Source: an optimization exercise on an open RTL-to-GDS flow (aim: small area and a short achievable clock period). Production flows keep margins and buffers that such runs may drop. RTL that was checked went through simulation tests only; none was proved equivalent to the original. Power and IR drop assume default switching activity.

==> flow/design.v <==
`timescale 1ns / 1ps
package rpa_pkg;
	localparam logic [2:0] OP_LERP  = 3'd0;
	localparam logic [2:0] OP_SCALE = 3'd1;
	localparam logic [2:0] OP_ADD   = 3'd2;
	localparam logic [2:0] OP_SUB   = 3'd3;
	localparam logic [2:0] OP_HALF  = 3'd4;
	localparam logic [2:0] OP_QUANT = 3'd5;
endpackage
`timescale 1ns / 1ps
import rpa_pkg::*;
module rpa_lane_dec #(
	parameter int unsigned Width = 5
) (
	input  logic [2:0]         op,
	input  logic               div,
	input  logic               lerp,
	input  logic [Width-1:0]   chan_a,
	input  logic [Width-1:0]   chan_b,
	input  logic               wide_w,
	input  logic [2:0]         depth,
	output logic [Width:0]     mul_x,
	output logic [Width-1:0]   base
);
	localparam logic [Width-1:0] ChanMax = '1;
	logic [Width-1:0] quant;
	logic [Width:0]   sum;
	logic [Width-1:0] half;
	logic [Width-1:0] other;
	logic [Width-1:0] quant_d [0:7];
	for (genvar d = 0; d < 8; d++) begin : g_quant
		localparam int Nd = (d == 0) ? 1 : (d > Width) ? Width : d;
		always_comb begin
			quant_d[d] = '0;
			for (int kk = 0; kk < (1 << Nd); kk++) begin
				if ((chan_a >> (Width - Nd)) == Width'(kk)) begin
					quant_d[d] = Width'((kk * (2 ** Width - 1)) / ((1 << Nd) - 1));
				end
			end
		end
	end
	assign quant = quant_d[depth];
	assign sum  = {1'b0, chan_a} + {1'b0, chan_b};
	assign half = Width'(chan_a[Width-1:1]) + Width'(chan_b[Width-1:1]);
	always_comb begin
		case (op)
			OP_LERP:  other = wide_w ? chan_b : chan_a;
			OP_ADD:   other = sum[Width] ? ChanMax : sum[Width-1:0];
			OP_SUB:   other = (chan_a > chan_b) ? (chan_a - chan_b) : '0;
			OP_HALF:  other = half;
			OP_QUANT: other = quant;
			default:  other = chan_a;
		endcase
	end
	always_comb begin
		if (div) begin
			mul_x = {1'b0, chan_a};
		end else if (lerp) begin
			mul_x = {1'b0, chan_b} - {1'b0, chan_a};
		end else begin
			mul_x = '0;
		end
	end
	assign base = div ? '0 : other;
endmodule
module rpa_lane #(
	parameter int unsigned Width = 5
) (
	input  logic             clk,
	input  logic [Width:0]   mul_x,
	input  logic [Width-1:0] base,
	input  logic [15:0]      mul_y,
	input  logic [15:0]      den_b,
	input  logic [111:0]     den_k,
	input  logic [6:0]       div_k,
	output logic [Width-1:0] chan_out
);
	localparam int unsigned N  = Width + 16;
	localparam int unsigned NR = Width + 2;
	localparam logic [Width-1:0] ChanMax = '1;
	function automatic int rows_at(int level);
		int c;
		c = NR;
		for (int i = 0; i < level; i++) begin
			c = 2 * (c / 3) + c % 3;
		end
		rows_at = c;
	endfunction
	function automatic int levels(int rows);
		int l;
		int c;
		l = 0;
		c = rows;
		for (int i = 0; i < 8; i++) begin
			if (c > 2) begin
				c = 2 * (c / 3) + c % 3;
				l = l + 1;
			end
		end
		levels = l;
	endfunction
	localparam int unsigned NL = levels(NR);
	logic [(NL+1)*NR*N-1:0] lv;
	logic [N-1:0]           s_r, c_r;
	for (genvar i = 0; i < Width; i++) begin : g_pp
		assign lv[i*N +: N] = mul_x[i] ? (N'(mul_y) << i) : '0;
	end
	assign lv[Width*N +: N]     = mul_x[Width] ? ~(N'(mul_y) << Width) : '0;
	assign lv[(Width+1)*N +: N] = (N'(base) << 8) | N'(mul_x[Width]);
	for (genvar l = 0; l < NL; l++) begin : g_lvl
		localparam int C = rows_at(l);
		localparam int G = C / 3;
		for (genvar g = 0; g < G; g++) begin : g_csa
			logic [N-1:0] x, y, z;
			assign x = lv[(l*NR + 3*g)*N +: N];
			assign y = lv[(l*NR + 3*g + 1)*N +: N];
			assign z = lv[(l*NR + 3*g + 2)*N +: N];
			assign lv[((l+1)*NR + 2*g)*N +: N]     = x ^ y ^ z;
			assign lv[((l+1)*NR + 2*g + 1)*N +: N] = ((x & y) | (x & z) | (y & z)) << 1;
		end
		for (genvar r = 3 * G; r < C; r++) begin : g_pass
			assign lv[((l+1)*NR + 2*G + r - 3*G)*N +: N] = lv[(l*NR + r)*N +: N];
		end
	end
	always_ff @(posedge clk) begin
		s_r <= lv[(NL*NR)*N +: N];
		c_r <= lv[(NL*NR + 1)*N +: N];
	end
	logic [N:0] z_ovf;
	logic [N-1:0] st [0:Width];
	logic         ovf [0:Width];
	assign z_ovf = {1'b0, s_r} + {1'b0, c_r} - {1'b0, N'(den_b) << Width};
	always_ff @(posedge clk) begin
		st[0]  <= s_r + c_r;
		ovf[0] <= !z_ovf[N];
	end
	for (genvar j = 1; j <= Width; j++) begin : g_step
		localparam int K = j;
		logic [15:0]      t;
		logic [Width-1:0] lq;
		logic [17:0]      diff;
		logic             hit;
		logic [N-1:0]     nxt;
		assign t    = st[j-1][N-1:Width];
		assign lq   = st[j-1][Width-1:0];
		assign diff = {1'b0, t, lq[Width-1]} - {2'b0, den_k[16*K +: 16]};
		assign hit  = !diff[17];
		assign nxt  = {hit ? diff[15:0] : {t[14:0], lq[Width-1]}, lq[Width-2:0], hit};
		if (j < Width) begin : g_reg
			always_ff @(posedge clk) begin
				st[j]  <= nxt;
				ovf[j] <= ovf[j-1];
			end
		end else begin : g_last
			logic [Width-1:0] res;
			always_comb begin
				if (!div_k[K]) begin
					res = nxt[2*Width+7:Width+8];
				end else if (ovf[j-1]) begin
					res = ChanMax;
				end else begin
					res = nxt[Width-1:0];
				end
			end
			if (K < 6) begin : g_hold
				always_ff @(posedge clk) begin
					chan_out <= res;
				end
			end else begin : g_out
				assign chan_out = res;
			end
		end
	end
endmodule
`timescale 1ns / 1ps
import rpa_pkg::*;
module rpa_merge #(
	parameter int unsigned Depth = 8
) (
	input  logic        clk,
	input  logic        arst_n,
	input  logic        valid,
	input  logic [15:0] color,
	input  logic        out_ready,
	output logic        out_valid,
	output logic [15:0] color_out,
	output logic        accept_ok
);
	localparam int unsigned AW = $clog2(Depth);
	logic [15:0]   mem [0:Depth-1];
	logic [AW-1:0] wr_ptr;
	logic [AW-1:0] rd_ptr;
	logic [AW:0]   count;
	logic          out_free;
	logic          fifo_empty;
	logic          pop;
	logic          push;
	assign accept_ok  = !out_valid || out_ready;
	assign out_free   = accept_ok;
	assign fifo_empty = (count == '0);
	assign pop        = out_free && !fifo_empty;
	assign push       = valid && !(out_free && fifo_empty);
	always_ff @(posedge clk or negedge arst_n) begin
		if (!arst_n) begin
			wr_ptr    <= '0;
			rd_ptr    <= '0;
			count     <= '0;
			out_valid <= 1'b0;
		end else begin
			if (push) begin
				wr_ptr <= wr_ptr + 1'b1;
			end
			if (pop) begin
				rd_ptr <= rd_ptr + 1'b1;
			end
			count <= count + (AW+1)'(push) - (AW+1)'(pop);
			if (out_free) begin
				out_valid <= valid || !fifo_empty;
			end
		end
	end
	always_ff @(posedge clk) begin
		if (out_free) begin
			color_out <= fifo_empty ? color : mem[rd_ptr];
		end
	end
	for (genvar i = 0; i < Depth; i++) begin : g_mem
		always_ff @(posedge clk) begin
			if (push && wr_ptr == AW'(i)) begin
				mem[i] <= color;
			end
		end
	end
endmodule
`timescale 1ns / 1ps
import rpa_pkg::*;
module rgb565_pixel_alu_top (
	input  logic        clk,
	input  logic        arst_n,
	input  logic        in_valid,
	output logic        in_ready,
	input  logic [2:0]  in_op,
	input  logic [15:0] in_color_a,
	input  logic [15:0] in_color_b,
	input  logic [8:0]  in_weight,
	input  logic [15:0] in_scale_num,
	input  logic [15:0] in_scale_den,
	input  logic [2:0]  in_red_depth,
	input  logic [2:0]  in_green_depth,
	input  logic [2:0]  in_blue_depth,
	output logic        out_valid,
	input  logic        out_ready,
	output logic [15:0] out_color
);
	logic        accept_ok;
	logic        div_c;
	logic        lerp_c;
	logic [15:0] y_c;
	logic [5:0]  xr_c, xb_c;
	logic [6:0]  xg_c;
	logic [4:0]  br_c, bb_c;
	logic [5:0]  bg_c;
	logic        valid_d;
	logic        div_d;
	logic [15:0] y_d;
	logic [15:0] den_d;
	logic [5:0]  xr_d, xb_d;
	logic [6:0]  xg_d;
	logic [4:0]  br_d, bb_d;
	logic [5:0]  bg_d;
	logic        valid_a;
	logic        div_a;
	logic [15:0] den_a;
	logic [6:0]   valid_k;
	logic [6:0]   div_k;
	logic [111:0] den_k;
	logic [4:0]  red, blue;
	logic [5:0]  green;
	assign in_ready = accept_ok;
	assign div_c  = (in_op == OP_SCALE) && (in_scale_den != 16'd0);
	assign lerp_c = (in_op == OP_LERP) && !in_weight[8];
	assign y_c    = (in_op == OP_SCALE) ? in_scale_num : {8'd0, in_weight[7:0]};
	rpa_lane_dec #(.Width(5)) u_dec_r (
		.op(in_op), .div(div_c), .lerp(lerp_c),
		.chan_a(in_color_a[15:11]), .chan_b(in_color_b[15:11]),
		.wide_w(in_weight[8]), .depth(in_red_depth), .mul_x(xr_c), .base(br_c));
	rpa_lane_dec #(.Width(6)) u_dec_g (
		.op(in_op), .div(div_c), .lerp(lerp_c),
		.chan_a(in_color_a[10:5]), .chan_b(in_color_b[10:5]),
		.wide_w(in_weight[8]), .depth(in_green_depth), .mul_x(xg_c), .base(bg_c));
	rpa_lane_dec #(.Width(5)) u_dec_b (
		.op(in_op), .div(div_c), .lerp(lerp_c),
		.chan_a(in_color_a[4:0]), .chan_b(in_color_b[4:0]),
		.wide_w(in_weight[8]), .depth(in_blue_depth), .mul_x(xb_c), .base(bb_c));
	always_ff @(posedge clk or negedge arst_n) begin
		if (!arst_n) begin
			valid_d <= 1'b0;
			valid_a <= 1'b0;
			valid_k <= '0;
		end else begin
			valid_d <= in_valid && accept_ok;
			valid_a <= valid_d;
			valid_k <= {valid_k[5:1], valid_a, 1'b0};
		end
	end
	always_ff @(posedge clk) begin
		div_d <= div_c;
		y_d   <= y_c;
		den_d <= in_scale_den;
		xr_d  <= xr_c;
		xg_d  <= xg_c;
		xb_d  <= xb_c;
		br_d  <= br_c;
		bg_d  <= bg_c;
		bb_d  <= bb_c;
		div_a <= div_d;
		den_a <= div_d ? den_d : 16'hFFFF;
		div_k <= {div_k[5:1], div_a, 1'b0};
		den_k <= {den_k[95:16], den_a, 16'd0};
	end
	rpa_lane #(.Width(5)) u_lane_r (
		.clk(clk), .mul_x(xr_d), .base(br_d), .mul_y(y_d),
		.den_b(den_a), .den_k(den_k), .div_k(div_k), .chan_out(red));
	rpa_lane #(.Width(6)) u_lane_g (
		.clk(clk), .mul_x(xg_d), .base(bg_d), .mul_y(y_d),
		.den_b(den_a), .den_k(den_k), .div_k(div_k), .chan_out(green));
	rpa_lane #(.Width(5)) u_lane_b (
		.clk(clk), .mul_x(xb_d), .base(bb_d), .mul_y(y_d),
		.den_b(den_a), .den_k(den_k), .div_k(div_k), .chan_out(blue));
	rpa_merge #(.Depth(8)) u_merge (
		.clk      (clk),
		.arst_n   (arst_n),
		.valid    (valid_k[6]),
		.color    ({red, green, blue}),
		.out_ready(out_ready),
		.out_valid(out_valid),
		.color_out(out_color),
		.accept_ok(accept_ok)
	);
endmodule
make LEC_CHECK=0 CAP_MARGIN=20 CORE_MARGIN=2 CORE_UTILIZATION=40 SETUP_SLACK_MARGIN=3.3 SLEW_MARGIN=20 finish   # period 6.3 ns
run.sh (not shown) runs the stock make flow with config.mk's settings and CLKGATE_MAP_FILE= SYNTH_SCRIPT=/design/flow/synth_recipe.tcl, a recipe that flattens the netlist after the stock synthesis.
The first run finished with timing, DRC and antenna clean.
Edit:
--- a/flow/design.v
+++ b/flow/design.v
@@ -70,7 +70,6 @@
 	input  logic [Width:0]   mul_x,
 	input  logic [Width-1:0] base,
 	input  logic [15:0]      mul_y,
-	input  logic [15:0]      den_b,
 	input  logic [111:0]     den_k,
 	input  logic [6:0]       div_k,
 	output logic [Width-1:0] chan_out
@@ -126,13 +125,10 @@
 		s_r <= lv[(NL*NR)*N +: N];
 		c_r <= lv[(NL*NR + 1)*N +: N];
 	end
-	logic [N:0] z_ovf;
 	logic [N-1:0] st [0:Width];
-	logic         ovf [0:Width];
-	assign z_ovf = {1'b0, s_r} + {1'b0, c_r} - {1'b0, N'(den_b) << Width};
+	logic         ovf [1:Width];
 	always_ff @(posedge clk) begin
-		st[0]  <= s_r + c_r;
-		ovf[0] <= !z_ovf[N];
+		st[0] <= s_r + c_r;
 	end
 	for (genvar j = 1; j <= Width; j++) begin : g_step
 		localparam int K = j;
@@ -146,17 +142,23 @@
 		assign diff = {1'b0, t, lq[Width-1]} - {2'b0, den_k[16*K +: 16]};
 		assign hit  = !diff[17];
 		assign nxt  = {hit ? diff[15:0] : {t[14:0], lq[Width-1]}, lq[Width-2:0], hit};
+		logic ovf_in;
+		if (j == 1) begin : g_ovf
+			assign ovf_in = (t >= den_k[16*K +: 16]);
+		end else begin : g_novf
+			assign ovf_in = ovf[j-1];
+		end
 		if (j < Width) begin : g_reg
 			always_ff @(posedge clk) begin
 				st[j]  <= nxt;
-				ovf[j] <= ovf[j-1];
+				ovf[j] <= ovf_in;
 			end
 		end else begin : g_last
 			logic [Width-1:0] res;
 			always_comb begin
 				if (!div_k[K]) begin
 					res = nxt[2*Width+7:Width+8];
-				end else if (ovf[j-1]) begin
+				end else if (ovf_in) begin
 					res = ChanMax;
 				end else begin
 					res = nxt[Width-1:0];
@@ -320,13 +322,13 @@
 	end
 	rpa_lane #(.Width(5)) u_lane_r (
 		.clk(clk), .mul_x(xr_d), .base(br_d), .mul_y(y_d),
-		.den_b(den_a), .den_k(den_k), .div_k(div_k), .chan_out(red));
+		.den_k(den_k), .div_k(div_k), .chan_out(red));
 	rpa_lane #(.Width(6)) u_lane_g (
 		.clk(clk), .mul_x(xg_d), .base(bg_d), .mul_y(y_d),
-		.den_b(den_a), .den_k(den_k), .div_k(div_k), .chan_out(green));
+		.den_k(den_k), .div_k(div_k), .chan_out(green));
 	rpa_lane #(.Width(5)) u_lane_b (
 		.clk(clk), .mul_x(xb_d), .base(bb_d), .mul_y(y_d),
-		.den_b(den_a), .den_k(den_k), .div_k(div_k), .chan_out(blue));
+		.den_k(den_k), .div_k(div_k), .chan_out(blue));
 	rpa_merge #(.Depth(8)) u_merge (
 		.clk      (clk),
 		.arst_n   (arst_n),
Outcome: Synthesized cell count goes down by about 4.6%. Non-clock buffer count falls by 96. Worst setup slack improves by 110 ps. Sequential power goes down by about 2%. Global-route usage rose by 0.11 points. Clock skew grows by 16 ps. Wire length went down by about 4.7%. Hold slack gets better by 16 ps. Via count fell by about 2.6%. Utilization drops by 0.86 points. Cell count shrinks by 5.3%. Combinational power went down by 7.3%. First-iteration DRC count rose by about 11%.
No run of this note included a check of the RTL's function; only the layout flow was run.


Another version of the RTL of rgb565_pixel_alu_top (not shown whole).
For scale: ~4700 cells after synthesis, ~110 I/O pins, ~48000 sq um of cells after synthesis.
==> flow/config.mk <==
export PLATFORM = sky130hd
export DESIGN_NAME = rgb565_pixel_alu_top
export DESIGN_NICKNAME = rgb565_pixel_alu_top
export VERILOG_FILES = /design/flow/design.v
export SDC_FILE = /design/flow/constraint.sdc
export NUM_CORES = 4
export LEC_CHECK = 0
export CAP_MARGIN = 20
export CORE_MARGIN = 2
export CORE_UTILIZATION = 40
export SETUP_SLACK_MARGIN = 3.3
export SLEW_MARGIN = 20
==> flow/constraint.sdc <==
create_clock -name core_clock -period 6.3 [get_ports {clk}]
set_input_delay 1.2600 -clock core_clock [delete_from_list [all_inputs] [get_ports {clk}]]
set_output_delay 1.2600 -clock core_clock [all_outputs]
set_load 0.01 [all_outputs]
The starting point passed the timing, design-rule and antenna checks.
Edit:
--- a/flow/design.v
+++ b/flow/design.v
@@ -54,30 +54,29 @@
 	end
 	always_comb begin
 		if (div) begin
 			mul_x = {1'b0, chan_a};
 		end else if (lerp) begin
 			mul_x = {1'b0, chan_b} - {1'b0, chan_a};
 		end else begin
 			mul_x = '0;
 		end
 	end
-	assign base = other;
+	assign base = div ? '0 : other;
 endmodule
 module rpa_lane #(
 	parameter int unsigned Width = 5
 ) (
 	input  logic             clk,
 	input  logic [Width:0]   mul_x,
 	input  logic [Width-1:0] base,
 	input  logic [15:0]      mul_y,
-	input  logic             div_d,
 	input  logic [111:0]     den_k,
 	input  logic [6:0]       div_k,
 	output logic [Width-1:0] chan_out
 );
 	localparam int unsigned N  = Width + 16;
 	localparam int unsigned NR = Width + 2;
 	localparam logic [Width-1:0] ChanMax = '1;
 	function automatic int rows_at(int level);
 		int c;
 		c = NR;
@@ -99,21 +98,21 @@
 		end
 		levels = l;
 	endfunction
 	localparam int unsigned NL = levels(NR);
 	logic [(NL+1)*NR*N-1:0] lv;
 	logic [N-1:0]           s_r, c_r;
 	for (genvar i = 0; i < Width; i++) begin : g_pp
 		assign lv[i*N +: N] = mul_x[i] ? (N'(mul_y) << i) : '0;
 	end
 	assign lv[Width*N +: N]     = mul_x[Width] ? ~(N'(mul_y) << Width) : '0;
-	assign lv[(Width+1)*N +: N] = (N'(div_d ? '0 : base) << 8) | N'(mul_x[Width]);
+	assign lv[(Width+1)*N +: N] = (N'(base) << 8) | N'(mul_x[Width]);
 	for (genvar l = 0; l < NL; l++) begin : g_lvl
 		localparam int C = rows_at(l);
 		localparam int G = C / 3;
 		for (genvar g = 0; g < G; g++) begin : g_csa
 			logic [N-1:0] x, y, z;
 			assign x = lv[(l*NR + 3*g)*N +: N];
 			assign y = lv[(l*NR + 3*g + 1)*N +: N];
 			assign z = lv[(l*NR + 3*g + 2)*N +: N];
 			assign lv[((l+1)*NR + 2*g)*N +: N]     = x ^ y ^ z;
 			assign lv[((l+1)*NR + 2*g + 1)*N +: N] = ((x & y) | (x & z) | (y & z)) << 1;
@@ -325,27 +324,27 @@
 		xb_d  <= xb_c;
 		br_d  <= br_c;
 		bg_d  <= bg_c;
 		bb_d  <= bb_c;
 		div_a <= div_d;
 		den_a <= div_d ? den_d : 16'hFFFF;
 		div_k <= {div_k[5:1], div_a, 1'b0};
 		den_k <= {den_k[95:16], den_a, 16'd0};
 	end
 	rpa_lane #(.Width(5)) u_lane_r (
-		.clk(clk), .mul_x(xr_d), .base(br_d), .mul_y(y_d), .div_d(div_d),
+		.clk(clk), .mul_x(xr_d), .base(br_d), .mul_y(y_d),
 		.den_k(den_k), .div_k(div_k), .chan_out(red));
 	rpa_lane #(.Width(6)) u_lane_g (
-		.clk(clk), .mul_x(xg_d), .base(bg_d), .mul_y(y_d), .div_d(div_d),
+		.clk(clk), .mul_x(xg_d), .base(bg_d), .mul_y(y_d),
 		.den_k(den_k), .div_k(div_k), .chan_out(green));
 	rpa_lane #(.Width(5)) u_lane_b (
-		.clk(clk), .mul_x(xb_d), .base(bb_d), .mul_y(y_d), .div_d(div_d),
+		.clk(clk), .mul_x(xb_d), .base(bb_d), .mul_y(y_d),
 		.den_k(den_k), .div_k(div_k), .chan_out(blue));
 	rpa_merge #(.Depth(8)) u_merge (
 		.clk      (clk),
 		.arst_n   (arst_n),
 		.valid    (valid_k[6]),
 		.color    ({red, green, blue}),
 		.out_ready(out_ready),
 		.out_valid(out_valid),
 		.color_out(out_color),
 		.accept_ok(accept_ok)
After rerunning:
- The new run passed the timing, design-rule and antenna checks
- first-iteration DRC count is higher by 5.0%
- design area is lower by 1.2%
- setup slack got worse by 0.044 ns
- power drops by 0.77%
- clock skew shrinks by 0.0067 ns
- global-route usage is about the same
- fmax falls by 1.5%
- wire length shrinks by 0.85%
- die area stays flat
- count of clock-buffer cells in the layout is lower by 2
- clock power is about the same
No functional check of the RTL was part of the first run of this note.

==> port drivers added, routing unchanged <==
No port has a modelled driver above. Below, the same layouts with a new extraction and two added sets of constraints. Step 1: set_driving_cell puts a clkbuf_16 on clk and a buf_2 on each other input, an assumption about the parent block. Step 2 times the ports against the registers' clock, not the clock port: input delays grow and output delays shrink by t, the midpoint of the rising clock arrivals with the driver on. Slacks: no drivers / after step 1 / after step 2; pairs: no drivers / after step 1.
| run | t, ns | setup slack, ns | worst setup path at the end | cell pins on the clock port's net |
|---|---|---|---|---|
| the first run of note 1 | 0.754 | 3.197 / 3.181 / 2.660 | input to register | 1 |
| the second run of note 1 | 0.742 | 3.304 / 3.303 / 2.602 | input to register | 1 |
| the first run of note 2 | 0.731 | 3.348 / 3.348 / 2.665 | input to register | 1 |
| the second run of note 2 | 0.742 | 3.304 / 3.303 / 2.602 | input to register | 1 |
After both steps every run listed still meets setup and hold.
